Context: an optimization exercise on an open-source flow, tuned for small area. The choices shown serve that exercise and are no tape-out recipe.
The RTL was checked by simulation tests, not by an equivalence proof against the original design.
No activity file was given, so power comes from the tool's default toggle rates.

**flow/config.mk**
```make
export PLATFORM = sky130hd
export DESIGN_NAME = rpc_phy
export DESIGN_NICKNAME = rpc_phy
export VERILOG_FILES = /design/flow/design.v
export SDC_FILE = /design/flow/constraint.sdc
export NUM_CORES = 4
export LEC_CHECK = 0
export CAP_MARGIN = 20
export CORE_MARGIN = 2
export CORE_UTILIZATION = 40
export PLACE_DENSITY = 0.6
export SLEW_MARGIN = 20
```
**flow/constraint.sdc**
```tcl
create_clock -name core_clock -period 5.0 [get_ports {clk_0_i}]
set_input_delay 1.0000 -clock core_clock [delete_from_list [all_inputs] [get_ports {clk_0_i}]]
set_output_delay 1.0000 -clock core_clock [all_outputs]
set_load 0.01 [all_outputs]
```
**flow/design.v**
```verilog
package rpc_dram_pkg;
  localparam int unsigned DB_HALF_W  = 16;
  localparam int unsigned DB_SLICE_W = 2 * DB_HALF_W;
  localparam int unsigned MASK_W     = 64;
  typedef logic [DB_HALF_W-1:0]  db_half_t;
  typedef logic [DB_SLICE_W-1:0] db_slice_t;
  typedef logic [MASK_W-1:0]     mask_t;
  typedef enum logic [1:0] {
    op_cmd_only = 2'b00,
    op_write    = 2'b01,
    op_read     = 2'b10,
    op_rsvd     = 2'b11
  } opcode_e;
  typedef logic [2:0]  burst_len_t;
  typedef logic [26:0] dram_addr_t;
  typedef struct packed {
    opcode_e    opcode;
    burst_len_t burst_len;
    dram_addr_t addr;
  } cmd_t;
endpackage
package rpc_phy_pkg;
  typedef enum logic [2:0] {
    st_idle,
    st_cmd,
    st_mask_hi,
    st_mask_lo,
    st_wr_data,
    st_rd_wait
  } seq_state_e;
  typedef enum logic [2:0] {
    beat_none,
    beat_command,
    beat_mask_hi,
    beat_mask_lo,
    beat_data
  } beat_kind_e;
  typedef logic [3:0] beat_idx_t;
  typedef struct packed {
    beat_kind_e kind;
    beat_idx_t  idx;
  } tx_sel_t;
  typedef struct packed {
    logic rd_active;
    logic last_word;
  } rx_ctrl_t;
endpackage
`timescale 1ns/1ps
module rpc_burst_seq #(
  parameter int unsigned WORD_WIDTH = 256
) (
  input  logic                  clk_0_i,
  input  logic                  rst_ni,
  input  rpc_dram_pkg::cmd_t    cmd_i,
  input  logic                  cmd_valid_i,
  output logic                  cmd_ready_o,
  input  logic                  word_done_i,
  output logic                  data_ready_o,
  output logic                  cs_n_o,
  output logic                  stb_o,
  output logic                  db_oe_o,
  output rpc_phy_pkg::tx_sel_t  tx_sel_o,
  output rpc_phy_pkg::rx_ctrl_t rx_ctrl_o,
  output rpc_dram_pkg::cmd_t    cmd_q_o
);
  localparam int unsigned BEATS     = WORD_WIDTH / rpc_dram_pkg::DB_SLICE_W;
  localparam logic [3:0]  LAST_BEAT = 4'(BEATS - 1);
  rpc_phy_pkg::seq_state_e state_q, state_d;
  rpc_dram_pkg::cmd_t       cmd_q;
  rpc_phy_pkg::beat_idx_t  beat_q, beat_d;
  rpc_dram_pkg::burst_len_t word_q, word_d;
  logic       accept;
  logic       last_word;
  assign cmd_ready_o = (state_q == rpc_phy_pkg::st_idle);
  assign accept      = cmd_valid_i && cmd_ready_o;
  assign last_word   = (word_q == cmd_q.burst_len);
  assign cmd_q_o = accept ? cmd_i : cmd_q;
  always_ff @(posedge clk_0_i) begin
    if (accept) begin
      cmd_q <= cmd_i;
    end
  end
  always_comb begin
    state_d       = state_q;
    beat_d        = beat_q;
    word_d        = word_q;
    tx_sel_o.kind = rpc_phy_pkg::beat_none;
    tx_sel_o.idx  = '0;
    data_ready_o  = 1'b0;
    case (state_q)
      rpc_phy_pkg::st_idle: begin
        beat_d = '0;
        word_d = '0;
        if (accept) begin
          tx_sel_o.kind = rpc_phy_pkg::beat_command;
          state_d       = rpc_phy_pkg::st_cmd;
        end
      end
      rpc_phy_pkg::st_cmd: begin
        case (cmd_q.opcode)
          rpc_dram_pkg::op_write: begin
            tx_sel_o.kind = rpc_phy_pkg::beat_mask_hi;
            state_d       = rpc_phy_pkg::st_mask_hi;
          end
          rpc_dram_pkg::op_read: state_d = rpc_phy_pkg::st_rd_wait;
          rpc_dram_pkg::op_cmd_only, rpc_dram_pkg::op_rsvd: state_d = rpc_phy_pkg::st_idle;
        endcase
      end
      rpc_phy_pkg::st_mask_hi: begin
        tx_sel_o.kind = rpc_phy_pkg::beat_mask_lo;
        state_d       = rpc_phy_pkg::st_mask_lo;
      end
      rpc_phy_pkg::st_mask_lo: begin
        tx_sel_o.kind = rpc_phy_pkg::beat_data;
        data_ready_o  = 1'b1;
        state_d       = rpc_phy_pkg::st_wr_data;
      end
      rpc_phy_pkg::st_wr_data: begin
        if (beat_q != LAST_BEAT) begin
          tx_sel_o.kind = rpc_phy_pkg::beat_data;
          tx_sel_o.idx  = beat_q + rpc_phy_pkg::beat_idx_t'(1);
          beat_d        = beat_q + rpc_phy_pkg::beat_idx_t'(1);
        end else if (!last_word) begin
          tx_sel_o.kind = rpc_phy_pkg::beat_data;
          data_ready_o  = 1'b1;
          beat_d        = '0;
          word_d        = word_q + rpc_dram_pkg::burst_len_t'(1);
        end else begin
          state_d = rpc_phy_pkg::st_idle;
        end
      end
      rpc_phy_pkg::st_rd_wait: begin
        if (word_done_i) begin
          if (last_word) begin
            state_d = rpc_phy_pkg::st_idle;
          end else begin
            word_d = word_q + rpc_dram_pkg::burst_len_t'(1);
          end
        end
      end
      default: state_d = rpc_phy_pkg::st_idle;
    endcase
  end
  always_ff @(posedge clk_0_i or negedge rst_ni) begin
    if (!rst_ni) begin
      state_q <= rpc_phy_pkg::st_idle;
      beat_q  <= '0;
      word_q  <= '0;
    end else begin
      state_q <= state_d;
      beat_q  <= beat_d;
      word_q  <= word_d;
    end
  end
  assign stb_o   = (state_q == rpc_phy_pkg::st_cmd);
  assign cs_n_o  = (state_q == rpc_phy_pkg::st_idle);
  assign db_oe_o = (state_q == rpc_phy_pkg::st_cmd) || (state_q == rpc_phy_pkg::st_mask_hi) ||
                   (state_q == rpc_phy_pkg::st_mask_lo) || (state_q == rpc_phy_pkg::st_wr_data);
  assign rx_ctrl_o.rd_active = (state_q == rpc_phy_pkg::st_rd_wait);
  assign rx_ctrl_o.last_word = last_word;
endmodule
`timescale 1ns/1ps
module rpc_tx_mux #(
  parameter int unsigned WORD_WIDTH = 256
) (
  input  logic                   clk_0_i,
  input  logic                   rst_ni,
  input  rpc_phy_pkg::tx_sel_t   tx_sel_i,
  input  rpc_dram_pkg::cmd_t     cmd_i,
  input  rpc_dram_pkg::mask_t    mask_i,
  input  logic [WORD_WIDTH-1:0]  data_i,
  input  logic                   data_take_i,
  output rpc_dram_pkg::db_slice_t db_o
);
  localparam int unsigned BEATS = WORD_WIDTH / rpc_dram_pkg::DB_SLICE_W;
  logic [WORD_WIDTH-1:0] word_q;
  logic [WORD_WIDTH-1:0] word_src;
  rpc_dram_pkg::mask_t                 mask_q;
  rpc_dram_pkg::db_slice_t             data_beat;
  rpc_dram_pkg::db_slice_t             beat_d;
  function automatic rpc_dram_pkg::db_slice_t swap_halves(rpc_dram_pkg::db_slice_t s);
    rpc_dram_pkg::db_half_t rise_half;
    rpc_dram_pkg::db_half_t fall_half;
    rise_half = s[rpc_dram_pkg::DB_HALF_W-1:0];
    fall_half = s[rpc_dram_pkg::DB_SLICE_W-1:rpc_dram_pkg::DB_HALF_W];
    swap_halves = {rise_half, fall_half};
  endfunction
  always_ff @(posedge clk_0_i) begin
    if (data_take_i) begin
      word_q <= data_i;
    end
  end
  always_ff @(posedge clk_0_i) begin
    if (tx_sel_i.kind == rpc_phy_pkg::beat_command) begin
      mask_q <= mask_i;
    end
  end
  always_comb begin
    word_src  = data_take_i ? data_i : word_q;
    data_beat = word_src[tx_sel_i.idx * rpc_dram_pkg::DB_SLICE_W +: rpc_dram_pkg::DB_SLICE_W];
    case (tx_sel_i.kind)
      rpc_phy_pkg::beat_command: beat_d = rpc_dram_pkg::db_slice_t'(cmd_i);
      rpc_phy_pkg::beat_mask_hi: beat_d = swap_halves(mask_q[rpc_dram_pkg::DB_SLICE_W-1:0]);
      rpc_phy_pkg::beat_mask_lo: beat_d = swap_halves(mask_q[rpc_dram_pkg::MASK_W-1:rpc_dram_pkg::DB_SLICE_W]);
      rpc_phy_pkg::beat_data:    beat_d = swap_halves(data_beat);
      default:      beat_d = '0;
    endcase
  end
  always_ff @(posedge clk_0_i or negedge rst_ni) begin
    if (!rst_ni) begin
      db_o <= '0;
    end else begin
      db_o <= beat_d;
    end
  end
endmodule
`timescale 1ns/1ps
module rpc_rx_pack #(
  parameter int unsigned WORD_WIDTH = 256
) (
  input  logic                    clk_0_i,
  input  logic                    rst_ni,
  input  rpc_phy_pkg::rx_ctrl_t   rx_ctrl_i,
  input  rpc_dram_pkg::db_slice_t rd_slice_i,
  input  logic                    rd_slice_valid_i,
  output logic                    word_done_o,
  output logic [WORD_WIDTH-1:0]   data_o,
  output logic                    data_valid_o,
  output logic                    data_last_o
);
  localparam int unsigned BEATS      = WORD_WIDTH / rpc_dram_pkg::DB_SLICE_W;
  localparam logic [3:0]  LAST_SLICE = 4'(BEATS - 1);
  rpc_phy_pkg::beat_idx_t             slice_q;
  logic [WORD_WIDTH-1:0] word_q;
  logic                  take;
  assign take        = rd_slice_valid_i && rx_ctrl_i.rd_active;
  assign word_done_o = take && (slice_q == LAST_SLICE);
  always_ff @(posedge clk_0_i or negedge rst_ni) begin
    if (!rst_ni) begin
      slice_q <= '0;
    end else if (!rx_ctrl_i.rd_active) begin
      slice_q <= '0;
    end else if (take) begin
      slice_q <= word_done_o ? '0 : slice_q + rpc_phy_pkg::beat_idx_t'(1);
    end
  end
  always_ff @(posedge clk_0_i) begin
    if (take) begin
      word_q[slice_q * rpc_dram_pkg::DB_SLICE_W +: rpc_dram_pkg::DB_SLICE_W] <= rd_slice_i;
    end
  end
  assign data_o = word_q;
  always_ff @(posedge clk_0_i or negedge rst_ni) begin
    if (!rst_ni) begin
      data_valid_o <= 1'b0;
      data_last_o  <= 1'b0;
    end else begin
      data_valid_o <= word_done_o;
      data_last_o  <= word_done_o && rx_ctrl_i.last_word;
    end
  end
endmodule
`timescale 1ns/1ps
module rpc_phy #(
  parameter int unsigned WORD_WIDTH = 256
) (
  input  logic                    clk_0_i,
  input  logic                    rst_ni,
  input  logic [31:0]             cmd_i,
  input  logic                    cmd_valid_i,
  output logic                    cmd_ready_o,
  input  logic [WORD_WIDTH-1:0]   data_i,
  input  logic [63:0]             mask_i,
  output logic                    data_ready_o,
  output logic [WORD_WIDTH-1:0]   data_o,
  output logic                    data_valid_o,
  output logic                    data_last_o,
  output logic                    cs_n_o,
  output logic                    stb_o,
  output logic                    db_oe_o,
  output logic [31:0]             db_o,
  input  logic [31:0]             rd_slice_i,
  input  logic                    rd_slice_valid_i
);
  rpc_dram_pkg::cmd_t     cmd_q;
  rpc_phy_pkg::tx_sel_t  tx_sel;
  rpc_phy_pkg::rx_ctrl_t rx_ctrl;
  logic     word_done;
  rpc_burst_seq #(
    .WORD_WIDTH (WORD_WIDTH)
  ) seq_i (
    .clk_0_i      (clk_0_i),
    .rst_ni       (rst_ni),
    .cmd_i        (cmd_i),
    .cmd_valid_i  (cmd_valid_i),
    .cmd_ready_o  (cmd_ready_o),
    .word_done_i  (word_done),
    .data_ready_o (data_ready_o),
    .cs_n_o       (cs_n_o),
    .stb_o        (stb_o),
    .db_oe_o      (db_oe_o),
    .tx_sel_o     (tx_sel),
    .rx_ctrl_o    (rx_ctrl),
    .cmd_q_o      (cmd_q)
  );
  rpc_tx_mux #(
    .WORD_WIDTH (WORD_WIDTH)
  ) tx_mux_i (
    .clk_0_i     (clk_0_i),
    .rst_ni      (rst_ni),
    .tx_sel_i    (tx_sel),
    .cmd_i       (cmd_q),
    .mask_i      (mask_i),
    .data_i      (data_i),
    .data_take_i (data_ready_o),
    .db_o        (db_o)
  );
  rpc_rx_pack #(
    .WORD_WIDTH (WORD_WIDTH)
  ) rx_pack_i (
    .clk_0_i          (clk_0_i),
    .rst_ni           (rst_ni),
    .rx_ctrl_i        (rx_ctrl),
    .rd_slice_i       (rd_slice_i),
    .rd_slice_valid_i (rd_slice_valid_i),
    .word_done_o      (word_done),
    .data_o           (data_o),
    .data_valid_o     (data_valid_o),
    .data_last_o      (data_last_o)
  );
endmodule
```
**flow/run.sh**
```bash
#!/bin/bash
# synth_recipe.tcl (not shown) runs the flow's synth.tcl, then flattens the netlist and writes it again
# the make line also repeats each setting of config.mk as NAME=value (left out here)
make -C /OpenROAD-flow-scripts/flow DESIGN_CONFIG=/design/flow/config.mk WORK_HOME=/design/flow/orfs CLKGATE_MAP_FILE= SYNTH_SCRIPT=/design/flow/synth_recipe.tcl finish
```
==> flow_summary_export.csv, run 1 <==
group,metric,value,unit
clock_network,cts-htree-levels,3,
logic_synthesis,sequential_element_share_of_the_synthesized_area,0.599,
floorplan,die_x,263,µm
sta,setup_viol_count_final,0,
floorplan,initial_utilization,0.406,
sta,fin_crit,4.08,ns
clock_network,clock_sinks,629,
power_and_ir_drop,power_per_cell_area,522,nW/µm²
sta,slew_headroom,0.277,
power_and_ir_drop,seq_power_share,0.406,
sta,fmax,0.245,GHz
power_and_ir_drop,netSwitchingFraction,0.315,
worst_setup_path,setup_slack_of_the_worst_register_to_register_path,1.49,ns
worst_setup_path,slowest_stage_delay_cp,0.62,ns
sta,grt_setup_unrepaired,"false",
logic_synthesis,avgSynthCellArea,14.7,µm²
worst_setup_path,worst_setup_path_start_kind,"flip-flop",
logic_synthesis,synth_area,26800,µm²
grt,grt_first_pass_wirelength,135000,µm
worst_setup_path,worstPathCellList,"or3b_4 > a311o_2 > nand2_8 > clkdlybuf4s50_1",
logic_synthesis,post_synth_most_frequent_cells,"sky130_fd_sc_hd__mux2_2, sky130_fd_sc_hd__edfxtp_1, sky130_fd_sc_hd__dfxtp_1",
floorplan,floorplan.core_area,66000,µm²
routing,drtAntennaViolNets,0,
flow_run,max-cap-violations,0,
placed_design,post-dp-hpwl,66800,µm
placed_design,port_buffers,682,
cells_and_area,area_growth_syn_to_layout,37.0,%
routing,route.detailed.vias_per_inst,5.59,
cells_and_area,num-fill-cells,5430,
worst_setup_path,worstPathArrival,3.08,ns
logic_synthesis,postSynthCellCount,1825,
clock_network,clk_root_buffer_cell,"sky130_fd_sc_hd__clkbuf_16",
cells_and_area,layout.nets,2866,
power_and_ir_drop,switching_power,6.05,mW
logic_synthesis,yosysWarningCount,3,
routing,drt_pass_1_iters,8,
sta,worst-slew-pin-transition,1.08,ns
clock_network,max-clock-path-buffers,3,
clock_network,clock_buffer_count_from_cts,71,
worst_setup_path,r2r.worst_path.cells,7,
routing,drt_drc_violations_left,0,
cells_and_area,utilization,0.556,
routing,detail_route.iter0.violations,1651,
routing,route.detailed.wl_per_inst,27.3,µm
logic_synthesis,synth_fp_nets,2218,
grt,gr-max-usage-layer,"met2",
worst_setup_path,worst_ep_required_time,4.00,ns
worst_setup_path,cp_num_buf_inv,1,
worst_setup_path,worstSetupEndpointType,"output pin",
grt,grt_util_met2,0.465,
power_and_ir_drop,p_clk_frac,0.263,
clock_network,ctsResizeCount,0,
logic_synthesis,synth_area_leaders,"sky130_fd_sc_hd__edfxtp_1, sky130_fd_sc_hd__mux2_2, sky130_fd_sc_hd__dfxtp_1",
power_and_ir_drop,worst_ir_drop_vdd,0.326,mV
worst_setup_path,worst_r2r_endpoint,"tx_mux_i.db_o[18]",
logic_synthesis,synth.most_common_cell,"sky130_fd_sc_hd__mux2_2",
clock_network,post-cts-setup-buffer-count,0,
power_and_ir_drop,leakagePower,13.3,nW
logic_synthesis,count_of_flip_flops_with_a_built_in_enable_after_synthesis,320,
worst_setup_path,timing.critical_path.fanout_max,37,
floorplan,fp.dieH,263,µm
clock_network,cts_hold_buffers,0,
worst_setup_path,worstSetupPathType,"flip-flop to output pin",
sta,drv_slew,0,
worst_hold_path,timing.hold.worst.class,"flip-flop to flip-flop",
worst_setup_path,path_delay_family,"simple AND/OR/NAND/NOR gates",
worst_hold_path,min_path_cells,2,
grt,grt_overflow_total,0,
clock_network,tritoncts,"built",
run_status,run_status,"complete, no violations",
sta,finalCritPeriodShare,0.815,
grt,grt.met1_usage,0.314,
logic_synthesis,asyncSetResetFlopFracSynth,0.0763,
clock_network,clock_insertion_delay_worst_skew,0.61,ns
logic_synthesis,synth_largest_area_cell,"sky130_fd_sc_hd__edfxtp_1",
cells_and_area,final_layout_size_suffix_gt1_frac,0.274,
sta,setup_total_negative_slack,0,ns
logic_synthesis,ys_dominant_reg_cell,"sky130_fd_sc_hd__edfxtp_1",
routing,via_count,19100,
grt,groute.usage.overall,0.262,
grt,grt_util_met3,0.0598,
power_and_ir_drop,p_comb_frac,0.331,
sta,fin_skew,0.0328,ns
floorplan,rows,94,
logic_synthesis,yosysUniqueCellTypes,56,
floorplan,io_pins,683,
sta,hold_viol,0,
placed_design,routabilityCongestion,0.868,
logic_synthesis,yosys.area.top_type_share,0.359,
grt,grt_pass1_vias,19400,
worst_setup_path,crit_path_top_delay_cell,"sky130_fd_sc_hd__clkdlybuf4s50_1",
floorplan,floorplan.die_area,69100,µm²
grt,grt_antenna_before_repair,29,
power_and_ir_drop,internal-power,13.1,mW
logic_synthesis,synth.ff_latch_count,629,
clock_network,clock_transition_at_path_regs,0.06,ns
routing,finalWirelength,93000,µm
worst_hold_path,hold-path-endpoint,"seq_i.cmd_q[31]",
worst_hold_path,worstHoldStart,"seq_i.cmd_q[31]",
worst_setup_path,worst_reg2reg_path_startpoint,"seq_i.beat_q[0]",
grt,maximum_number_of_pins_on_one_net_before_global_route_repair,112,
[area by class of cell]
cell class	count	area (µm²)	share of cell area
clock inverter	37	251	0.00685
tap	864	1080	0.0295
multi-input combinational	1037	10100	0.275
timing repair buffer	720	7160	0.195
inverter	14	53.8	0.00147
antenna	17	42.5	0.00116
clock buffer	93	1970	0.0538
sequential	629	16000	0.437
[flip-flops by register name, summed over array words and instances (netlist names)]
| signal | cells |
|---|---|
| rx_pack_i.word_q | 256 |
| rx_pack_i.slice_q | 4 |
| rx_pack_i.data_valid_o | 1 |
| seq_i.beat_q | 4 |
| rx_pack_i.data_last_o | 1 |
| tx_mux_i.word_q | 256 |
| seq_i.cmd_q | 5 |
| tx_mux_i.db_o | 32 |
| tx_mux_i.mask_q | 64 |
| seq_i.word_q | 3 |
| seq_i.state_q | 3 |
[power by group through the flow]
stage	clock network [mW]	logic [mW]	registers (mW)
floorplan	0	3.26	8.02
global placement	0	6.24	7.81
detailed placement	0	6.35	7.88
CTS	5.15	6.37	7.78
global route	5.36	6.72	7.95
finish	5.05	6.34	7.79
[layout by cell type (no fill, tap or decap), drive strengths merged, types with 5 or more instances in the layout]
cell / count
mux2: 501
clkdlybuf4s50: 681
clkbuf: 93
inv: 16
a2111oi: 32
dfxtp: 261
a222oi: 29
a22oi: 64
diode: 17
nor2: 11
ha: 5
nand2b: 30
a21oi: 36
and4: 64
o22ai: 5
o2111ai: 29
a221oi: 32
o21ai: 43
a31oi: 5
buf: 39
clkinv: 31
nor3: 11
nand3: 10
mux4: 32
xnor2: 5
dfrtp: 48
edfxtp: 320
nand2: 46
[logic make-up (layout without fill, tap and decap cells)]
| logic type | count (synthesis) | count (layout) | synth area share |
|---|---|---|---|
| AOI/OAI and AO/OA | 290 | 290 | 0.0816 |
| xor gates and xnor gates | 9 | 9 | 0.00294 |
| adders and majority gates | 5 | 5 | 0.00234 |
| buffers and inverters | 159 | 864 | 0.0288 |
| DFF | 629 | 629 | 0.599 |
| muxes | 534 | 534 | 0.238 |
| other | 0 | 17 | 0 |
| and+or+nand+nor | 199 | 199 | 0.0480 |
[per-layer routing]
layer | wire [µm] | vias to the layer above
li1 | - | 8535
met4 | 2620 | 30
met3 | 5630 | 138
met1 | 36900 | 9762
met5 | 188 | -
met2 | 47700 | 619
[worst register-to-register path: stages, from the launching register on]
cell and delay [ns]:
sky130_fd_sc_hd__dfrtp_1 0.41, sky130_fd_sc_hd__ha_1 0.24, sky130_fd_sc_hd__nand3b_1 0.30, sky130_fd_sc_hd__nand3_4 0.63, sky130_fd_sc_hd__a21oi_4 1.16, sky130_fd_sc_hd__buf_4 0.37, sky130_fd_sc_hd__a22oi_1 0.13, sky130_fd_sc_hd__a22oi_1 0.20
[worst max-delay path by stage]
| stage | cells after the start | to | slack [ns] | start |
|---|---|---|---|---|
| after global placement | 4 | data_ready_o | 1.60 | seq_i.state_q[0] |
| final | 4 | data_ready_o | 0.92 | seq_i.state_q[0] |
| after floorplan | 4 | rx_pack_i.data_last_o | 0.08 | rd_slice_valid_i |
| after CTS | 4 | data_ready_o | 0.89 | seq_i.state_q[0] |
| after detailed placement | 7 | tx_mux_i.db_o[18] | 1.50 | seq_i.beat_q[0] |
| after global routing | 4 | data_ready_o | 0.82 | seq_i.state_q[0] |
[metrics by stage]
step	worst slack (ns)	instance area (µm²)	power, mW	hold WS, ns	instances
CTS	0.891	36700	19.3	0.461	3394
global placement	1.60	34400	14.1	0.441	3264
floorplan	0.0807	26800	11.3	0.426	1825
detailed placement	1.50	34400	14.2	0.450	3264
global route	0.822	36700	20.0	0.472	3406
finish	0.924	36700	19.2	0.456	3411
==> run 2: changes to the inputs <==
==> flow/design.v (replaced) <==
`timescale 1ns/1ps
module rpc_phy #(
  parameter int unsigned WORD_WIDTH = 256
) (
  input  logic                    clk_0_i,
  input  logic                    rst_ni,
  input  logic [31:0]             cmd_i,
  input  logic                    cmd_valid_i,
  output logic                    cmd_ready_o,
  input  logic [WORD_WIDTH-1:0]   data_i,
  input  logic [63:0]             mask_i,
  output logic                    data_ready_o,
  output logic [WORD_WIDTH-1:0]   data_o,
  output logic                    data_valid_o,
  output logic                    data_last_o,
  output logic                    cs_n_o,
  output logic                    stb_o,
  output logic                    db_oe_o,
  output logic [31:0]             db_o,
  input  logic [31:0]             rd_slice_i,
  input  logic                    rd_slice_valid_i
);
  logic       stb_q, wr_q, rd_q;
  logic       dv_q, dl_q;
  logic [2:0] cnt_q;
  logic [2:0] left_q;
  logic       pre_q;
  logic       idle, accept, take, cnt_end, left_zero;
  logic       sel_cm, sel_ld, sel_sh, sel_hd;
  logic [WORD_WIDTH-1:0] word_q, word_d, up, cm;
  assign idle      = ~(stb_q | wr_q | rd_q);
  assign accept    = idle & cmd_valid_i;
  assign take      = rd_q & ~stb_q & rd_slice_valid_i;
  assign cnt_end   = (cnt_q == 3'd7);
  assign left_zero = (left_q == 3'd0);
  always_ff @(posedge clk_0_i or negedge rst_ni) begin
    if (!rst_ni) begin
      stb_q <= 1'b0;
      wr_q  <= 1'b0;
      rd_q  <= 1'b0;
      dv_q  <= 1'b0;
      dl_q  <= 1'b0;
    end else begin
      stb_q <= accept;
      if (accept)                                wr_q <= (cmd_i[31:30] == 2'b01);
      else if (wr_q & cnt_end & ~pre_q & left_zero) wr_q <= 1'b0;
      if (accept)                                rd_q <= (cmd_i[31:30] == 2'b10);
      else if (take & cnt_end & left_zero)       rd_q <= 1'b0;
      dv_q <= take & cnt_end;
      dl_q <= take & cnt_end & left_zero;
    end
  end
  always_ff @(posedge clk_0_i) begin
    if (accept) begin
      cnt_q  <= {cmd_i[30], 1'b0, cmd_i[30]};
      left_q <= cmd_i[29:27];
      pre_q  <= 1'b1;
    end else begin
      if (wr_q | take) cnt_q <= cnt_q + 3'd1;
      if (cnt_end & ((wr_q & ~pre_q) | take)) left_q <= left_q - 3'd1;
      if (wr_q & cnt_end) pre_q <= 1'b0;
    end
  end
  assign cmd_ready_o  = idle;
  assign cs_n_o       = idle;
  assign stb_o        = stb_q;
  assign db_oe_o      = stb_q | wr_q;
  assign data_ready_o = wr_q & cnt_end & (pre_q | ~left_zero);
  assign data_valid_o = dv_q;
  assign data_last_o  = dl_q;
  assign sel_cm = idle;
  assign sel_ld = wr_q & cnt_end;
  assign sel_hd = rd_q & ~rd_slice_valid_i;
  assign sel_sh = ~idle & ~sel_ld & ~sel_hd;
  assign cm = {{(WORD_WIDTH-96){1'b0}}, mask_i, cmd_i[15:0], cmd_i[31:16]};
  assign up = {rd_slice_i, word_q[WORD_WIDTH-1:32]};
  always_comb begin
    for (int i = 0; i < WORD_WIDTH; i++) begin
      if (i < 96)
        word_d[i] = (sel_cm & cm[i]) | (sel_ld & data_i[i]) | (sel_sh & up[i]) | (sel_hd & word_q[i]);
      else
        word_d[i] = (sel_ld & data_i[i]) | (sel_sh & up[i]) | (sel_hd & word_q[i]);
    end
  end
  logic [WORD_WIDTH-1:0] word_nq;
  always_ff @(posedge clk_0_i) begin
    word_nq <= ~word_d;
  end
  assign word_q = ~word_nq;
  assign data_o = word_q;
  assign db_o   = {word_q[15:0], word_q[31:16]};
endmodule
==> run 2 against run 1 <==
Effect of this change: the run now fails in I/O pin placement; synthesized area down 58%; synthesized cell count decreased by 42%.
==> flow_summary_export.csv, run 2 <==
group,metric,value,unit
floorplan,rows,61,
logic_synthesis,yosysUniqueCellTypes,33,
logic_synthesis,synth.most_common_cell,"sky130_fd_sc_hd__inv_1",
logic_synthesis,post_synth_most_frequent_cells,"sky130_fd_sc_hd__inv_1, sky130_fd_sc_hd__dfxtp_1, sky130_fd_sc_hd__a222oi_1",
logic_synthesis,count_of_flip_flops_with_a_built_in_enable_after_synthesis,5,
logic_synthesis,ys_dominant_reg_cell,"sky130_fd_sc_hd__dfxtp_1",
floorplan,initial_utilization,0.404,
logic_synthesis,synth_area,11200,µm²
logic_synthesis,synth_area_leaders,"sky130_fd_sc_hd__dfxtp_1, sky130_fd_sc_hd__a222oi_1, sky130_fd_sc_hd__a221oi_2",
logic_synthesis,asyncSetResetFlopFracSynth,0.0187,
logic_synthesis,yosys.area.top_type_share,0.463,
logic_synthesis,yosysWarningCount,1,
logic_synthesis,postSynthCellCount,1050,
logic_synthesis,avgSynthCellArea,10.6,µm²
logic_synthesis,synth.ff_latch_count,268,
run_status,lastStage,"I/O pin placement",
logic_synthesis,sequential_element_share_of_the_synthesized_area,0.487,
run_status,run_status,"did not finish",
logic_synthesis,synth_fp_nets,1442,
logic_synthesis,synth_largest_area_cell,"sky130_fd_sc_hd__dfxtp_1",
floorplan,die_x,171,µm
run_status,first-error,"[ERROR PPL-0024] Number of IO pins (683) exceeds maximum number of available positions (612). Increase the die perimeter from 684.34um to 928.88um.",
floorplan,fp.dieH,171,µm
-- run 2: changes by cell type after synthesis, moves of 33 or more --
cell                       before  now
sky130_fd_sc_hd__a21oi_1       36    3
sky130_fd_sc_hd__a221oi_2       0   80
sky130_fd_sc_hd__a222oi_1      29  160
sky130_fd_sc_hd__a22o_1         0   96
sky130_fd_sc_hd__a22oi_1       64    0
sky130_fd_sc_hd__and4_1        64    0
sky130_fd_sc_hd__clkbuf_1     103   53
sky130_fd_sc_hd__dfrtp_1       48    5
sky130_fd_sc_hd__edfxtp_1     320    5
sky130_fd_sc_hd__inv_1         13  265
sky130_fd_sc_hd__mux2_2       498    0
sky130_fd_sc_hd__nand2_1       45    6
-- run 2: logic make-up after synthesis --
kind of cell / Yosys count / synth area share
simple gates: 20 / 0.0109
buf+inv: 395 / 0.152
fa+ha+maj: 4 / 0.00448
mux: 1 / 0.000896
compound gates: 361 / 0.344
flops: 268 / 0.487
xor+xnor: 1 / 0.000784
==> run 3: changes to the inputs <==
--- a/flow/config.mk
+++ b/flow/config.mk
@@ -7,6 +7,6 @@
 export LEC_CHECK = 0
 export CAP_MARGIN = 20
-export CORE_MARGIN = 2
-export CORE_UTILIZATION = 40
+export CORE_AREA = 5 5 245 245
+export DIE_AREA = 0 0 250 250
 export PLACE_DENSITY = 0.6
 export SLEW_MARGIN = 20
==> run 3 against run 2 <==
Effect of this change: now clean on timing, DRC and antenna; synthesized area did not move; synthesized cell count is the same.
==> flow_summary_export.csv, run 3 <==
group,metric,value,unit
sta,fin_worst_hold_slack,0.461,ns
clock_network,cts_hold_buffers,0,
logic_synthesis,synth_top_family_by_area,"compound AO/OA/AOI/OAI gates",
floorplan,io_pins,683,
power_and_ir_drop,internal-power,7.63,mW
worst_setup_path,cp_num_buf_inv,1,
worst_hold_path,hold-path-endpoint,"cnt_q[1]",
clock_network,tritoncts,"built",
logic_synthesis,post_synth_and_or_nand_nor_area_fraction,0.0109,
logic_synthesis,synth.ff_latch_count,268,
clock_network,clock_transition_at_path_regs,0.06,ns
sta,finalCritPeriodShare,0.660,
cells_and_area,final_layout_size_suffix_gt1_frac,0.0863,
logic_synthesis,yosysUniqueCellTypes,33,
sta,setup_viol_count_final,0,
worst_setup_path,worstSetupPathType,"flip-flop to output pin",
logic_synthesis,adder_cell_share_of_the_synthesized_area,0.00448,
power_and_ir_drop,netSwitchingFraction,0.372,
logic_synthesis,synth_area_leaders,"sky130_fd_sc_hd__dfxtp_1, sky130_fd_sc_hd__a222oi_1, sky130_fd_sc_hd__a221oi_2",
floorplan,fp.dieH,250,µm
worst_setup_path,worst_setup_path_start_kind,"flip-flop",
clock_network,post-cts-setup-buffer-count,0,
floorplan,initial_utilization,0.195,
power_and_ir_drop,power_per_cell_area,625,nW/µm²
placed_design,port_buffers,682,
logic_synthesis,postSynthCellCount,1050,
logic_synthesis,count_of_flip_flops_with_a_built_in_enable_after_synthesis,5,
grt,maximum_number_of_pins_on_one_net_before_global_route_repair,141,
run_status,run_status,"complete, no violations",
cells_and_area,area_growth_syn_to_layout,74.3,%
logic_synthesis,synth_largest_area_cell,"sky130_fd_sc_hd__dfxtp_1",
worst_setup_path,worstPathCellList,"nor3_4 > clkdlybuf4s50_1",
sta,slew_headroom,0.401,
power_and_ir_drop,worst_ir_drop_vdd,0.420,mV
floorplan,floorplan.core_area,57400,µm²
placed_design,post-dp-hpwl,39300,µm
logic_synthesis,post_synth_most_frequent_cells,"sky130_fd_sc_hd__inv_1, sky130_fd_sc_hd__dfxtp_1, sky130_fd_sc_hd__a222oi_1",
clock_network,ctsResizeCount,0,
sta,drv_slew,0,
power_and_ir_drop,post-layout-total-power,12.2,mW
worst_setup_path,worst_r2r_endpoint,"word_nq[95]",
cells_and_area,total_area_of_multi_input_combinational_cells,4050,µm²
power_and_ir_drop,seq_power_share,0.278,
power_and_ir_drop,p_clk_frac,0.187,
logic_synthesis,area_share_of_xor_xnor_cells_in_the_synthesized_design,0.000784,
power_and_ir_drop,leakagePower,8.60,nW
routing,max_used_layer,"met4",
cells_and_area,layout.nets,2038,
cells_and_area,mostFrequentLayoutCell,"sky130_fd_sc_hd__clkdlybuf4s50_1",
clock_network,clock_insertion_delay_worst_skew,0.57,ns
routing,finalWirelength,52200,µm
logic_synthesis,yosys.area.top_type_share,0.463,
grt,grt_first_pass_wirelength,75200,µm
worst_setup_path,crit_path_top_delay_cell,"sky130_fd_sc_hd__clkdlybuf4s50_1",
worst_setup_path,path_delay_family,"buffers and inverters",
clock_network,max-clock-path-buffers,3,
power_and_ir_drop,switching_power,4.52,mW
routing,drt_drc_violations_left,0,
logic_synthesis,avgSynthCellArea,10.6,µm²
routing,routed-wl-met2,25200,µm
routing,drtAntennaViolNets,0,
logic_synthesis,asyncSetResetFlopFracSynth,0.0187,
grt,grt_antenna_before_repair,1,
clock_network,clock_sinks,268,
routing,route.detailed.vias_per_inst,4.59,
worst_setup_path,worst_reg2reg_path_startpoint,"cnt_q[0]",
logic_synthesis,synth_fp_nets,1442,
logic_synthesis,sequential_element_share_of_the_synthesized_area,0.487,
worst_setup_path,worstSetupEndpointType,"output pin",
routing,met1Wirelength,21600,µm
worst_setup_path,worst_ep_required_time,4.00,ns
cells_and_area,utilization,0.339,
sta,hold_viol,0,
grt,groute.usage.overall,0.153,
cells_and_area,sequential_cell_area,5440,µm²
sta,fin_crit,3.30,ns
routing,detail_route.iter0.violations,1240,
power_and_ir_drop,p_comb_frac,0.535,
cells_and_area,largest_reg_by_ff_count,"word_nq",
flow_run,max-cap-violations,0,
worst_hold_path,min_path_cells,2,
routing,route.detailed.wl_per_inst,21.5,µm
logic_synthesis,yosysWarningCount,1,
worst_hold_path,worstHoldStart,"cnt_q[1]",
sta,fin_skew,0.00829,ns
routing,sum_of_met3_wire_segment_lengths_after_detailed_routing,3850,µm
routing,via_count,11200,
sta,fmax,0.303,GHz
worst_setup_path,setup_slack_of_the_worst_register_to_register_path,2.30,ns
logic_synthesis,synth.most_common_cell,"sky130_fd_sc_hd__inv_1",
clock_network,clock_buffer_count_from_cts,31,
logic_synthesis,synth_area,11200,µm²
grt,grt_pass1_vias,11300,
logic_synthesis,synth_compound_gate_area_share,0.344,
logic_synthesis,synth.area.mux_share,0.000896,
clock_network,cts-htree-levels,1,
floorplan,floorplan.die_area,62500,µm²
clock_network,clk_root_buffer_cell,"sky130_fd_sc_hd__clkbuf_16",
cells_and_area,most-common-layout-cells,"sky130_fd_sc_hd__clkdlybuf4s50_1, sky130_fd_sc_hd__inv_1, sky130_fd_sc_hd__dfxtp_1",
cells_and_area,num-fill-cells,5783,
worst_setup_path,worstPathArrival,2.30,ns
grt,grt_overflow_total,0,
routing,drt_pass_1_iters,10,
worst_hold_path,timing.hold.worst.class,"flip-flop to flip-flop",
floorplan,rows,88,
worst_setup_path,slowest_stage_delay_cp,0.67,ns
placed_design,routabilityCongestion,0.861,
worst_setup_path,timing.critical_path.fanout_max,6,
floorplan,die_x,250,µm
sta,setup_total_negative_slack,0,ns
logic_synthesis,ys_dominant_reg_cell,"sky130_fd_sc_hd__dfxtp_1",
cells_and_area,largestRegisters,"word_nq: 256 flops, cnt_q: 3 flops, left_q: 3 flops",
worst_setup_path,r2r.worst_path.cells,6,
sta,grt_setup_unrepaired,"false",
sta,worst-slew-pin-transition,0.898,ns
cells_and_area,largest_reg_flops,256,
run 3: cell counts after synthesis:
Identical to the previous run, type by type.
run 3: metrics by stage:
step           cells  setup slack [ns]  cell area [µm²]
4_1_cts         2433              1.55            19500
6_report        2434              1.70            19500
3_3_place_gp    2378              2.14            18400
3_5_place_dp    2378              2.10            18400
5_1_grt         2433              1.53            19500
2_1_floorplan   1050              2.74            11200
run 3: layout make-up:
cell class,instances,share of cell area
Multi-Input combinational cell,387,0.208
Antenna cell,1,0.000129
Clock inverter,9,0.00502
Tap cell,765,0.0492
Timing Repair Buffer,693,0.360
Inverter,265,0.0511
Clock buffer,46,0.0469
Sequential cell,268,0.280
run 3: logic make-up after synthesis:
logic type,count (synthesis)
buffers and inverters,395
AO/OA/AOI/OAI,361
flip-flops,268
AND/OR/NAND/NOR,20
adder cells (fa/ha/maj),4
XOR/XNOR,1
multiplexers,1
run 3: worst max path at each step:
stage | start | to | slack, ns | cells past startpoint
after global placement | rd_slice_valid_i | word_nq[153] | 2.14 | 6
after global routing | rd_q | cmd_ready_o | 1.53 | 2
final | rd_q | cmd_ready_o | 1.70 | 2
after CTS | rd_q | cmd_ready_o | 1.55 | 2
after detailed placement | rd_slice_valid_i | word_nq[234] | 2.10 | 5
after floorplan | stb_q | cs_n_o | 2.74 | 3
run 3: layer usage:
metal  vias to the layer above  GRT usage
met5                         -          0
met4                         0     0.0474
met3                        78     0.0335
met2                       547      0.258
met1                      5398      0.196
li1                       5157          -
run 3: worst min-delay path: stages, from the launching register on:
cell and delay (ns):
sky130_fd_sc_hd__dfxtp_1 0.31, sky130_fd_sc_hd__nand2_1 0.05, sky130_fd_sc_hd__mux2i_1 0.05
run 3: power by group through the flow:
stage | sequential [mW] | clock [mW] | combinational, mW
finish | 3.38 | 2.27 | 6.51
global route | 3.47 | 2.43 | 6.94
CTS | 3.38 | 2.35 | 6.57
detailed placement | 3.42 | 0 | 6.53
global placement | 3.40 | 0 | 6.45
floorplan | 3.37 | 0 | 3.35
==> run 4: changes to the inputs <==
==> flow/flow/run.sh (new file) <==
#!/bin/bash
set -o pipefail
cp standard.sh standard_sh_copy.txt
export BUFFER_PORTS_ARGS="-buffer_cell sky130_fd_sc_hd__buf_1"
bash standard.sh > standard_flow.log 2>&1
==> flow/standard.sh (new file) <==
#!/bin/bash
# synth_recipe.tcl (not shown) runs the flow's synth.tcl, then flattens the netlist and writes it again
# the make line also repeats each setting of config.mk as NAME=value (left out here)
make -C /OpenROAD-flow-scripts/flow DESIGN_CONFIG=/design/flow/config.mk WORK_HOME=/design/flow/orfs CLKGATE_MAP_FILE= SYNTH_SCRIPT=/design/flow/synth_recipe.tcl "${@:-finish}"
removed: flow/run.sh
==> run 4 against run 3 <==
Effect of this change: still clean; total power is 13% lower; die area stayed put; sequential cell count stayed put; design area is 22% lower; via count is 1.7% higher; setup slack better by 0.28 ns; register-to-register slack better by 0.22 ns; routed wire length is 9.2% lower; first-iteration DRC count is 11% higher; count of clock-buffer cells in the layout is 3 lower; synthesized area stayed put; largest power group unchanged.
==> flow_summary_export.csv, run 4 <==
group,metric,value,unit
power_and_ir_drop,worst_ir_drop_vdd,0.474,mV
worst_setup_path,path_delay_family,"simple AND/OR/NAND/NOR gates",
sta,drv_slew,0,
routing,drt_drc_violations_left,0,
placed_design,routabilityCongestion,0.987,
placed_design,place_worst_setup_slack,2.43,ns
worst_setup_path,cp_num_buf_inv,1,
cells_and_area,utilization,0.264,
clock_network,clk_root_buffer_cell,"sky130_fd_sc_hd__clkbuf_16",
floorplan,rows,88,
logic_synthesis,synth_largest_area_cell,"sky130_fd_sc_hd__dfxtp_1",
logic_synthesis,postSynthCellCount,1050,
logic_synthesis,sequential_element_share_of_the_synthesized_area,0.487,
floorplan,floorplan.core_area,57400,µm²
placed_design,post-dp-hpwl,36100,µm
cells_and_area,layout.cells.non_filler,2427,
power_and_ir_drop,leakagePower,6.78,nW
cells_and_area,num-fill-cells,6209,
clock_network,clock_buffer_count_from_cts,30,
grt,grt_overflow_total,0,
worst_setup_path,setup_slack_of_the_worst_register_to_register_path,2.52,ns
cells_and_area,most-common-layout-cells,"sky130_fd_sc_hd__buf_1, sky130_fd_sc_hd__inv_1, sky130_fd_sc_hd__dfxtp_1",
logic_synthesis,yosysUniqueCellTypes,33,
routing,via_count,11400,
cells_and_area,mostFrequentLayoutCell,"sky130_fd_sc_hd__buf_1",
cells_and_area,final_layout_size_suffix_gt1_frac,0.0831,
logic_synthesis,post_synth_most_frequent_cells,"sky130_fd_sc_hd__inv_1, sky130_fd_sc_hd__dfxtp_1, sky130_fd_sc_hd__a222oi_1",
clock_network,clock_sinks,268,
grt,grt_pass1_vias,11100,
clock_network,clock_transition_at_path_regs,0.06,ns
placed_design,port_buffers,682,
worst_setup_path,worstPathArrival,2.02,ns
clock_network,clock_insertion_delay_worst_skew,0.59,ns
worst_setup_path,worst_reg2reg_path_startpoint,"rd_q",
logic_synthesis,avgSynthCellArea,10.6,µm²
routing,finalWirelength,47400,µm
sta,setup_viol_count_final,0,
clock_network,tritoncts,"built",
sta,worst-slew-pin-transition,0.975,ns
sta,fin_crit,3.02,ns
routing,route.detailed.wl_per_inst,19.5,µm
logic_synthesis,synth_area_leaders,"sky130_fd_sc_hd__dfxtp_1, sky130_fd_sc_hd__a222oi_1, sky130_fd_sc_hd__a221oi_2",
placed_design,postPlaceCellArea,14100,µm²
sta,setup_total_negative_slack,0,ns
floorplan,initial_utilization,0.195,
worst_setup_path,r2r.worst_path.cells,4,
placed_design,dp.cells,2376,
worst_setup_path,timing.critical_path.fanout_max,8,
grt,groute.usage.overall,0.138,
worst_hold_path,timing.hold.worst.class,"primary input to asynchronous set/reset pin",
cells_and_area,largest_reg_by_ff_count,"word_nq",
routing,drt_pass_1_iters,15,
sta,setup_slack,1.98,ns
flow_run,max-cap-violations,0,
worst_setup_path,worst_ep_required_time,4.00,ns
sta,slew_headroom,0.350,
cells_and_area,layout.nets,2035,
logic_synthesis,count_of_flip_flops_with_a_built_in_enable_after_synthesis,5,
run_status,run_status,"complete, no violations",
routing,detail_route.iter0.violations,1374,
clock_network,cts_hold_buffers,0,
worst_setup_path,slowest_stage_delay_cp,0.74,ns
routing,drtAntennaViolNets,0,
clock_network,cts-htree-levels,1,
worst_setup_path,worstSetupEndpointType,"output pin",
logic_synthesis,synth_fp_nets,1442,
floorplan,die_x,250,µm
sta,hold_viol,0,
sta,finalCritPeriodShare,0.604,
logic_synthesis,synth.ff_latch_count,268,
logic_synthesis,yosys.area.top_type_share,0.463,
power_and_ir_drop,power_per_cell_area,699,nW/µm²
worst_setup_path,worstSetupPathType,"flip-flop to output pin",
logic_synthesis,synth_area,11200,µm²
grt,maximum_number_of_pins_on_one_net_before_global_route_repair,143,
sta,grt_setup_unrepaired,"false",
sta,fin_skew,0.0165,ns
worst_setup_path,worst_setup_path_start_kind,"flip-flop",
routing,route.detailed.vias_per_inst,4.69,
worst_setup_path,worstPathCellList,"nor3_4 > buf_1",
logic_synthesis,asyncSetResetFlopFracSynth,0.0187,
grt,grt_first_pass_wirelength,69100,µm
grt,grt_antenna_before_repair,2,
cells_and_area,area_growth_syn_to_layout,35.4,%
worst_setup_path,worst_r2r_endpoint,"word_nq[206]",
logic_synthesis,ys_dominant_reg_cell,"sky130_fd_sc_hd__dfxtp_1",
sta,fin_worst_hold_slack,0.287,ns
cells_and_area,largest_reg_flops,256,
power_and_ir_drop,post-layout-total-power,10.6,mW
clock_network,ctsResizeCount,0,
logic_synthesis,yosysWarningCount,1,
logic_synthesis,synth.most_common_cell,"sky130_fd_sc_hd__inv_1",
floorplan,fp.dieH,250,µm
clock_network,post-cts-setup-buffer-count,0,
cells_and_area,largestRegisters,"word_nq: 256 flops, cnt_q: 3 flops, left_q: 3 flops",
worst_setup_path,crit_path_top_delay_cell,"sky130_fd_sc_hd__nor3_4",
clock_network,max-clock-path-buffers,3,
floorplan,io_pins,683,
floorplan,floorplan.die_area,62500,µm²
sta,fmax,0.331,GHz
cells_and_area,finalInstanceArea,15100,µm²
-- run 4: where the power goes --
part / switching (mW) / internal (mW)
sequential: 0.245 / 3.14
combinational: 3.29 / 1.69
clock: 0.905 / 1.30
total: 4.44 / 6.13
-- run 4: layout make-up --
type,instances,area [µm²],area share
repair buffers,691,2700,0.179
well taps,765,957,0.0633
multi-input cells,387,4050,0.268
clock buffers,43,870,0.0575
clock inverters,7,110,0.00728
inverters,265,995,0.0658
diodes,1,2.50,0.000165
flip-flops and latches,268,5440,0.360
-- run 4: cell families (layout without fill, tap and decap cells) --
family,count (synthesis),after routing,share of synthesized area
buffers and inverters,395,1006,0.152
muxes,1,1,0.000896
and+or+nand+nor,20,20,0.0109
xor gates and xnor gates,1,1,0.000784
AOI/OAI and AO/OA,361,361,0.344
adders and majority gates,4,4,0.00448
DFF,268,268,0.487
other,0,1,0
-- run 4: worst max-delay path by stage --
stage                      from            to  slack (ns)  cells past startpoint
2_1_floorplan             stb_q        cs_n_o        2.74                      3
3_3_place_gp   rd_slice_valid_i  word_nq[129]        2.48                      5
3_5_place_dp   rd_slice_valid_i  word_nq[136]        2.43                      5
4_1_cts                    rd_q   cmd_ready_o        1.85                      2
5_1_grt                    rd_q   cmd_ready_o        1.81                      2
6_report                   rd_q   cmd_ready_o        1.98                      2
-- run 4: metal layers --
layer / wire, µm / global-route usage
met5: 13 / 0
met4: 1430 / 0.0401
met3: 3990 / 0.0288
met2: 22500 / 0.233
met1: 19400 / 0.179
==> run 5: changes to the inputs <==
--- a/flow/design.v
+++ b/flow/design.v
@@ -83,9 +83,11 @@
     end
   end
-  logic [WORD_WIDTH-1:0] word_nq;
+  logic [95:0]            low_q;
+  logic [WORD_WIDTH-1:96] high_nq;
   always_ff @(posedge clk_0_i) begin
-    word_nq <= ~word_d;
+    low_q   <= word_d[95:0];
+    high_nq <= ~word_d[WORD_WIDTH-1:96];
   end
-  assign word_q = ~word_nq;
+  assign word_q = {~high_nq, low_q};
   assign data_o = word_q;
   assign db_o   = {word_q[15:0], word_q[31:16]};
==> flow/flow/run.sh (replaced) <==
#!/bin/bash
set -o pipefail
export BUFFER_PORTS_ARGS="-buffer_cell sky130_fd_sc_hd__buf_1"
bash standard.sh > standard_flow.log 2>&1
--- a/flow/config.mk
+++ b/flow/config.mk
@@ -8,4 +8,5 @@
 export CAP_MARGIN = 20
 export CORE_AREA = 5 5 245 245
+export CTS_BUF_LIST = sky130_fd_sc_hd__clkbuf_2 sky130_fd_sc_hd__clkbuf_4
 export DIE_AREA = 0 0 250 250
 export PLACE_DENSITY = 0.6
==> run 5 against run 4 <==
Effect of this change: still clean on timing, DRC and antenna; total power shrank 4.4%; sequential cell count is the same; hold slack gained 0.12 ns; via count shrank 0.99%; clock power shrank 5%; critical path type unchanged.
==> flow_summary_export.csv, run 5 <==
group,metric,value,unit
grt,grt_pass1_vias,10900,
logic_synthesis,asyncSetResetFlopFracSynth,0.0187,
routing,drtAntennaViolNets,0,
grt,groute.usage.overall,0.135,
sta,fmax,0.318,GHz
sta,setup_slack,1.86,ns
sta,slew_headroom,0.251,
power_and_ir_drop,power_per_cell_area,701,nW/µm²
cells_and_area,sequential_cell_area,5440,µm²
logic_synthesis,synth_area,10400,µm²
floorplan,floorplan.die_area,62500,µm²
worst_setup_path,worstSetupPathType,"flip-flop to output pin",
logic_synthesis,synth_area_leaders,"sky130_fd_sc_hd__dfxtp_1, sky130_fd_sc_hd__a222oi_1, sky130_fd_sc_hd__inv_1",
routing,drt_pass_1_iters,12,
power_and_ir_drop,worst_ir_drop_vdd,0.343,mV
placed_design,place_worst_setup_slack,2.00,ns
grt,maximum_number_of_pins_on_one_net_before_global_route_repair,161,
sta,grt_setup_unrepaired,"false",
sta,drv_slew,0,
sta,finalCritPeriodShare,0.628,
cells_and_area,layout.nets,2051,
clock_network,tritoncts,"built",
clock_network,max-clock-path-buffers,3,
grt,grt_overflow_total,0,
clock_network,clock_buffer_count_from_cts,75,
logic_synthesis,count_of_flip_flops_with_a_built_in_enable_after_synthesis,5,
logic_synthesis,yosysUniqueCellTypes,33,
routing,routed-wl-met2,20400,µm
sta,fin_crit,3.14,ns
worst_setup_path,timing.critical_path.fanout_max,43,
cells_and_area,mostFrequentLayoutCell,"sky130_fd_sc_hd__buf_1",
run_status,run_status,"complete, no violations",
cells_and_area,total_area_of_multi_input_combinational_cells,3470,µm²
cells_and_area,final_layout_size_suffix_gt1_frac,0.106,
routing,route.detailed.wl_per_inst,18.5,µm
worst_setup_path,worstSetupEndpointType,"output pin",
logic_synthesis,postSynthCellCount,1019,
routing,route.detailed.vias_per_inst,4.53,
placed_design,post-dp-hpwl,34200,µm
worst_setup_path,worstPathArrival,2.14,ns
cells_and_area,num-fill-cells,6363,
logic_synthesis,yosys.area.top_type_share,0.495,
logic_synthesis,avgSynthCellArea,10.2,µm²
routing,met1Wirelength,18400,µm
clock_network,clk_root_buffer_cell,"sky130_fd_sc_hd__clkbuf_4",
clock_network,clock_sinks,268,
placed_design,routabilityCongestion,0.889,
worst_setup_path,crit_path_top_delay_cell,"sky130_fd_sc_hd__buf_4",
floorplan,rows,88,
floorplan,floorplan.core_area,57400,µm²
placed_design,port_buffers,682,
worst_setup_path,worst_setup_path_start_kind,"flip-flop",
routing,detail_route.iter0.violations,1826,
logic_synthesis,synth.ff_latch_count,268,
floorplan,fp.dieH,250,µm
clock_network,clock_transition_at_path_regs,0.06,ns
routing,finalWirelength,45900,µm
cells_and_area,largest_reg_flops,160,
worst_setup_path,worst_ep_required_time,4.00,ns
cells_and_area,utilization,0.251,
routing,via_count,11300,
logic_synthesis,ys_dominant_reg_cell,"sky130_fd_sc_hd__dfxtp_1",
floorplan,io_pins,683,
sta,worst-slew-pin-transition,1.12,ns
clock_network,clock_insertion_delay_worst_skew,0.77,ns
floorplan,die_x,250,µm
grt,grt_first_pass_wirelength,65600,µm
routing,max_used_layer,"met5",
cells_and_area,most-common-layout-cells,"sky130_fd_sc_hd__buf_1, sky130_fd_sc_hd__dfxtp_1, sky130_fd_sc_hd__a222oi_1",
sta,setup_viol_count_final,0,
logic_synthesis,synth_largest_area_cell,"sky130_fd_sc_hd__dfxtp_1",
logic_synthesis,sequential_element_share_of_the_synthesized_area,0.521,
routing,sum_of_met3_wire_segment_lengths_after_detailed_routing,4860,µm
logic_synthesis,synth_fp_nets,1411,
sta,fin_skew,0.0451,ns
sta,setup_total_negative_slack,0,ns
logic_synthesis,post_synth_most_frequent_cells,"sky130_fd_sc_hd__dfxtp_1, sky130_fd_sc_hd__a222oi_1, sky130_fd_sc_hd__inv_1",
logic_synthesis,synth.most_common_cell,"sky130_fd_sc_hd__dfxtp_1",
cells_and_area,area_growth_syn_to_layout,38.2,%
logic_synthesis,yosysWarningCount,1,
clock_network,cts-htree-levels,3,
worst_hold_path,timing.hold.worst.class,"primary input to flip-flop",
floorplan,initial_utilization,0.182,
routing,drt_drc_violations_left,0,
sta,hold_viol,0,
worst_setup_path,worstPathCellList,"nor3_4 > buf_4 > buf_1",
worst_setup_path,slowest_stage_delay_cp,0.49,ns
cells_and_area,largestRegisters,"high_nq: 160 flops, low_q: 96 flops",
cells_and_area,largest_reg_by_ff_count,"high_nq",
power_and_ir_drop,leakagePower,6.07,nW
grt,grt_antenna_before_repair,4,
flow_run,max-cap-violations,0,
[run 5: critical path: cells and delay by family, from the launching register on]
kind | cells | cell delay (ns)
DFF | 1 | 0.46
and+or+nand+nor | 1 | 0.23
buffers and inverters | 2 | 0.70
[run 5: cell type report]
| class | count | share of cell area |
|---|---|---|
| Antenna cell | 4 | 0.000694 |
| Clock buffer | 118 | 0.0614 |
| Clock inverter | 15 | 0.00686 |
| Inverter | 233 | 0.0607 |
| Multi-Input combinational cell | 388 | 0.240 |
| Sequential cell | 268 | 0.377 |
| Tap cell | 765 | 0.0664 |
| Timing Repair Buffer | 693 | 0.186 |
[run 5: kinds of logic (layout without fill, tap and decap cells)]
| kind of cell | Yosys count | in the layout | synth area share |
|---|---|---|---|
| xor+xnor | 1 | 1 | 0.000840 |
| buf+inv | 363 | 1059 | 0.148 |
| simple gates | 21 | 21 | 0.0122 |
| fa+ha+maj | 4 | 4 | 0.00480 |
| other cells | 0 | 4 | 0 |
| flops | 268 | 268 | 0.521 |
| compound gates | 361 | 361 | 0.311 |
| mux | 1 | 1 | 0.000959 |
[run 5: final timing paths]
| check | startpoint | to | slack, ns | cells past startpoint |
|---|---|---|---|---|
| max in group asynchronous | rst_ni | rd_q | 4.05 | 2 |
| worst max-delay path | rd_q | cmd_ready_o | 1.86 | 3 |
| worst max register to register | cnt_q[0] | high_nq[213] | 2.18 | 6 |
| min in group asynchronous | rst_ni | dl_q | 0.70 | 2 |
| worst min-delay path | rd_slice_i[12] | high_nq[236] | 0.41 | 2 |
| worst min register to register | high_nq[110] | low_q[78] | 0.43 | 1 |
[run 5: metrics by stage]
step | power (mW) | cells | hold slack [ns] | instance area (µm²)
floorplan | 6.45 | 1019 | 0.413 | 10400
global placement | 8.07 | 2346 | 0.423 | 13400
detailed placement | 8.11 | 2346 | 0.427 | 13400
CTS | 10.3 | 2480 | 0.249 | 14400
global route | 10.8 | 2481 | 0.281 | 14400
finish | 10.1 | 2484 | 0.412 | 14400
[run 5: where the power goes]
group          leakage (nW)  total [mW]  switching (mW)  internal [mW]
Clock                 0.593        2.08           0.955           1.12
Combinational          3.21        4.28            2.79           1.49
Sequential             2.27        3.74           0.586           3.16
[run 5: routing by layer]
| layer | vias to the layer above | GRT usage |
|---|---|---|
| met5 | - | 0 |
| met4 | 2 | 0.0801 |
| met3 | 110 | 0.0414 |
| met2 | 728 | 0.204 |
| met1 | 5192 | 0.168 |
| li1 | 5230 | - |
[run 5: what timing repair did]
action	4_1_cts	5_1_grt
buffers inserted	0	0
hold buffers	1	0
hold endpoints to repair	5	0
resized for setup	0	0
==> run 6: changes to the inputs <==
--- a/flow/config.mk
+++ b/flow/config.mk
@@ -8,6 +8,8 @@
 export CAP_MARGIN = 20
 export CORE_AREA = 5 5 245 245
-export CTS_BUF_LIST = sky130_fd_sc_hd__clkbuf_2 sky130_fd_sc_hd__clkbuf_4
+export CTS_BUF_LIST = sky130_fd_sc_hd__clkbuf_16
+export CTS_CLUSTER_DIAMETER = 80
+export CTS_CLUSTER_SIZE = 30
 export DIE_AREA = 0 0 250 250
-export PLACE_DENSITY = 0.6
+export PLACE_DENSITY = 0.35
 export SLEW_MARGIN = 20
==> run 6 against run 5 <==
Effect of this change: final cell count shrank 3.7%; total power grew 1.6%; setup slack gained 0.25 ns; clock skew shrank 0.0041 ns; die area is the same; clock power grew 3%; fmax grew 8.5%; hold slack lost 0.12 ns; via count shrank 2.5%; sequential power is essentially flat.
==> flow_summary_export.csv, run 6 <==
group,metric,value,unit
worst_setup_path,crit_path_top_delay_cell,"sky130_fd_sc_hd__dfrtp_1",
logic_synthesis,synth.ff_latch_count,268,
grt,groute.usage.overall,0.153,
logic_synthesis,avgSynthCellArea,10.2,µm²
placed_design,port_buffers,682,
worst_hold_path,timing.hold.worst.class,"primary input to asynchronous set/reset pin",
logic_synthesis,ys_dominant_reg_cell,"sky130_fd_sc_hd__dfxtp_1",
cells_and_area,layout.nets,1998,
logic_synthesis,post_synth_most_frequent_cells,"sky130_fd_sc_hd__dfxtp_1, sky130_fd_sc_hd__a222oi_1, sky130_fd_sc_hd__inv_1",
sta,drv_slew,0,
floorplan,rows,88,
placed_design,dp.cells,2344,
cells_and_area,largest_reg_flops,160,
worst_setup_path,cp_num_buf_inv,2,
logic_synthesis,sequential_element_share_of_the_synthesized_area,0.521,
clock_network,tritoncts,"built",
sta,finalCritPeriodShare,0.579,
logic_synthesis,yosysWarningCount,1,
cells_and_area,area_growth_syn_to_layout,37.4,%
clock_network,clk_root_buffer_cell,"sky130_fd_sc_hd__clkbuf_16",
worst_setup_path,timing.critical_path.fanout_max,43,
clock_network,clock_buffer_count_from_cts,25,
clock_network,cts-htree-levels,1,
grt,maximum_number_of_pins_on_one_net_before_global_route_repair,161,
logic_synthesis,synth_largest_area_cell,"sky130_fd_sc_hd__dfxtp_1",
cells_and_area,largest_reg_by_ff_count,"high_nq",
worst_setup_path,worst_ep_required_time,4.00,ns
cells_and_area,final_layout_size_suffix_gt1_frac,0.0615,
logic_synthesis,synth_fp_nets,1411,
clock_network,clock_insertion_delay_worst_skew,0.58,ns
placed_design,post-dp-hpwl,39500,µm
routing,drtAntennaViolNets,0,
floorplan,io_pins,683,
logic_synthesis,yosysUniqueCellTypes,33,
routing,finalWirelength,52500,µm
sta,grt_setup_unrepaired,"false",
cells_and_area,layout.cells.non_filler,2393,
placed_design,routabilityCongestion,0.905,
clock_network,post-cts-setup-buffer-count,0,
routing,drt_drc_violations_left,0,
flow_run,max-cap-violations,0,
cells_and_area,total_area_of_multi_input_combinational_cells,3470,µm²
cells_and_area,mostFrequentLayoutCell,"sky130_fd_sc_hd__buf_1",
worst_setup_path,r2r.worst_path.cells,6,
worst_setup_path,worstSetupEndpointType,"output pin",
power_and_ir_drop,worst_ir_drop_vdd,0.293,mV
logic_synthesis,synth_area,10400,µm²
floorplan,floorplan.core_area,57400,µm²
routing,via_count,11000,
sta,worst-slew-pin-transition,1.15,ns
worst_setup_path,worst_setup_path_start_kind,"flip-flop",
logic_synthesis,asyncSetResetFlopFracSynth,0.0187,
cells_and_area,num-fill-cells,6382,
floorplan,floorplan.die_area,62500,µm²
clock_network,cts_hold_buffers,0,
cells_and_area,largestRegisters,"high_nq: 160 flops, low_q: 96 flops",
logic_synthesis,count_of_flip_flops_with_a_built_in_enable_after_synthesis,5,
clock_network,max-clock-path-buffers,3,
logic_synthesis,yosys.area.top_type_share,0.495,
grt,grt_antenna_before_repair,3,
logic_synthesis,synth.most_common_cell,"sky130_fd_sc_hd__dfxtp_1",
worst_setup_path,path_delay_family,"buffers and inverters",
sta,fin_crit,2.89,ns
sta,hold_viol,0,
clock_network,clock_sinks,268,
placed_design,postPlaceCellArea,13400,µm²
grt,grt_pass1_vias,10600,
routing,route.detailed.vias_per_inst,4.59,
clock_network,ctsResizeCount,0,
worst_setup_path,worstPathArrival,1.89,ns
sta,fin_skew,0.0410,ns
routing,drt_pass_1_iters,13,
power_and_ir_drop,power_per_cell_area,716,nW/µm²
floorplan,initial_utilization,0.182,
sta,setup_total_negative_slack,0,ns
power_and_ir_drop,leakagePower,5.91,nW
logic_synthesis,synth_area_leaders,"sky130_fd_sc_hd__dfxtp_1, sky130_fd_sc_hd__a222oi_1, sky130_fd_sc_hd__inv_1",
cells_and_area,finalInstanceArea,14300,µm²
cells_and_area,most-common-layout-cells,"sky130_fd_sc_hd__buf_1, sky130_fd_sc_hd__dfxtp_1, sky130_fd_sc_hd__a222oi_1",
sta,slew_headroom,0.234,
routing,detail_route.iter0.violations,1748,
sta,setup_viol_count_final,0,
cells_and_area,sequential_cell_area,5440,µm²
floorplan,die_x,250,µm
worst_setup_path,worstPathCellList,"nor3_4 > buf_4 > buf_1",
grt,grt_overflow_total,0,
worst_setup_path,stages_on_worst_setup_path,3,
logic_synthesis,postSynthCellCount,1019,
worst_setup_path,slowest_stage_delay_cp,0.47,ns
grt,grt_first_pass_wirelength,73900,µm
sta,fmax,0.345,GHz
floorplan,fp.dieH,250,µm
worst_setup_path,worstSetupPathType,"flip-flop to output pin",
routing,route.detailed.wl_per_inst,21.9,µm
sta,fin_worst_hold_slack,0.289,ns
clock_network,clock_transition_at_path_regs,0.09,ns
run_status,run_status,"complete, no violations",
==> run 6: cell counts after synthesis <==
No cell type changed its count.
==> run 6: metrics by stage <==
step                      setup slack (ns)  utilization  total power [mW]
after detailed placement              2.40        0.234              8.25
after global placement                2.45        0.234              8.22
final                                 2.11        0.250              10.3
after floorplan                       2.68            -              6.45
after CTS                             2.04        0.250              10.5
after global routing                  1.94        0.250              11.0
==> run 6: routing by layer <==
layer / track usage / wire length [µm] / vias up / part of all wire
li1: - / - / 5089 / -
met2: 0.252 / 24900 / 584 / 0.48
met5: 0 / 0 / - / 0
met3: 0.0374 / 4400 / 66 / 0.084
met4: 0.0416 / 1480 / 0 / 0.028
met1: 0.200 / 21600 / 5236 / 0.41
==> run 6: cell families (layout without fill, tap and decap cells) <==
| family | after synthesis | count (layout) | synth area share |
|---|---|---|---|
| buf+inv | 363 | 969 | 0.148 |
| flops | 268 | 268 | 0.521 |
| mux | 1 | 1 | 0.000959 |
| compound gates | 361 | 361 | 0.311 |
| fa+ha+maj | 4 | 4 | 0.00480 |
| other cells | 0 | 3 | 0 |
| xor+xnor | 1 | 1 | 0.000840 |
| simple gates | 21 | 21 | 0.0122 |
==> run 6: report_power, final <==
group / total, mW / internal, mW / switching, mW
combinational: 4.39 / 1.50 / 2.89
sequential: 3.74 / 3.15 / 0.583
clock: 2.15 / 1.06 / 1.08
==> run 6: final timing paths <==
path                              start           end  slack, ns
max reg2reg                    cnt_q[0]  high_nq[190]       2.60
min                              rst_ni          wr_q       0.29
max in group asynchronous        rst_ni         stb_q       4.49
min reg2reg                high_nq[125]     low_q[93]       0.43
max                                rd_q   cmd_ready_o       2.11
min in group core_clock    high_nq[125]     low_q[93]       0.43
==> run 6: layout make-up <==
type                    count  area share
inverters                 233      0.0610
multi-input cells         388       0.242
flip-flops and latches    268       0.379
clock inverters            21      0.0197
diodes                      3    0.000524
repair buffers            690       0.187
clock buffers              25      0.0436
well taps                 765      0.0668

## what the ideal ports hide
Ports are ideal in the flow. The routed layouts listed here were re-timed in OpenROAD. Step 1: set_driving_cell puts a clkbuf_16 on clk_0_i and a buf_2 on each other input, an assumption about the parent block. Step 2 adds t to the input delays and takes it off the output delays; t is the mean of the earliest and latest rising clock arrival at the registers after step 1. Input paths then give back, and output paths get back, about the clock's delay inside the block. a / b / c = no drivers / after step 1 / after step 2; a / b = the first two.
run | t (ns) | setup WS [ns] | worst setup path after step 2 | worst slew at a driven data input, ns
run 1 | 0.657 | 0.924 / 0.860 / 1.489 | register to register | 0.16
run 3 | 0.614 | 1.701 / 1.650 / 1.992 | input to register | 0.10
run 4 | 0.630 | 1.978 / 1.931 / 2.303 | input to register | 0.09
run 5 | 0.798 | 1.859 / 1.805 / 1.912 | input to register | 0.08
run 6 | 0.603 | 2.105 / 2.058 / 2.281 | input to register | 0.13
After both steps setup and hold are still met in every run listed.
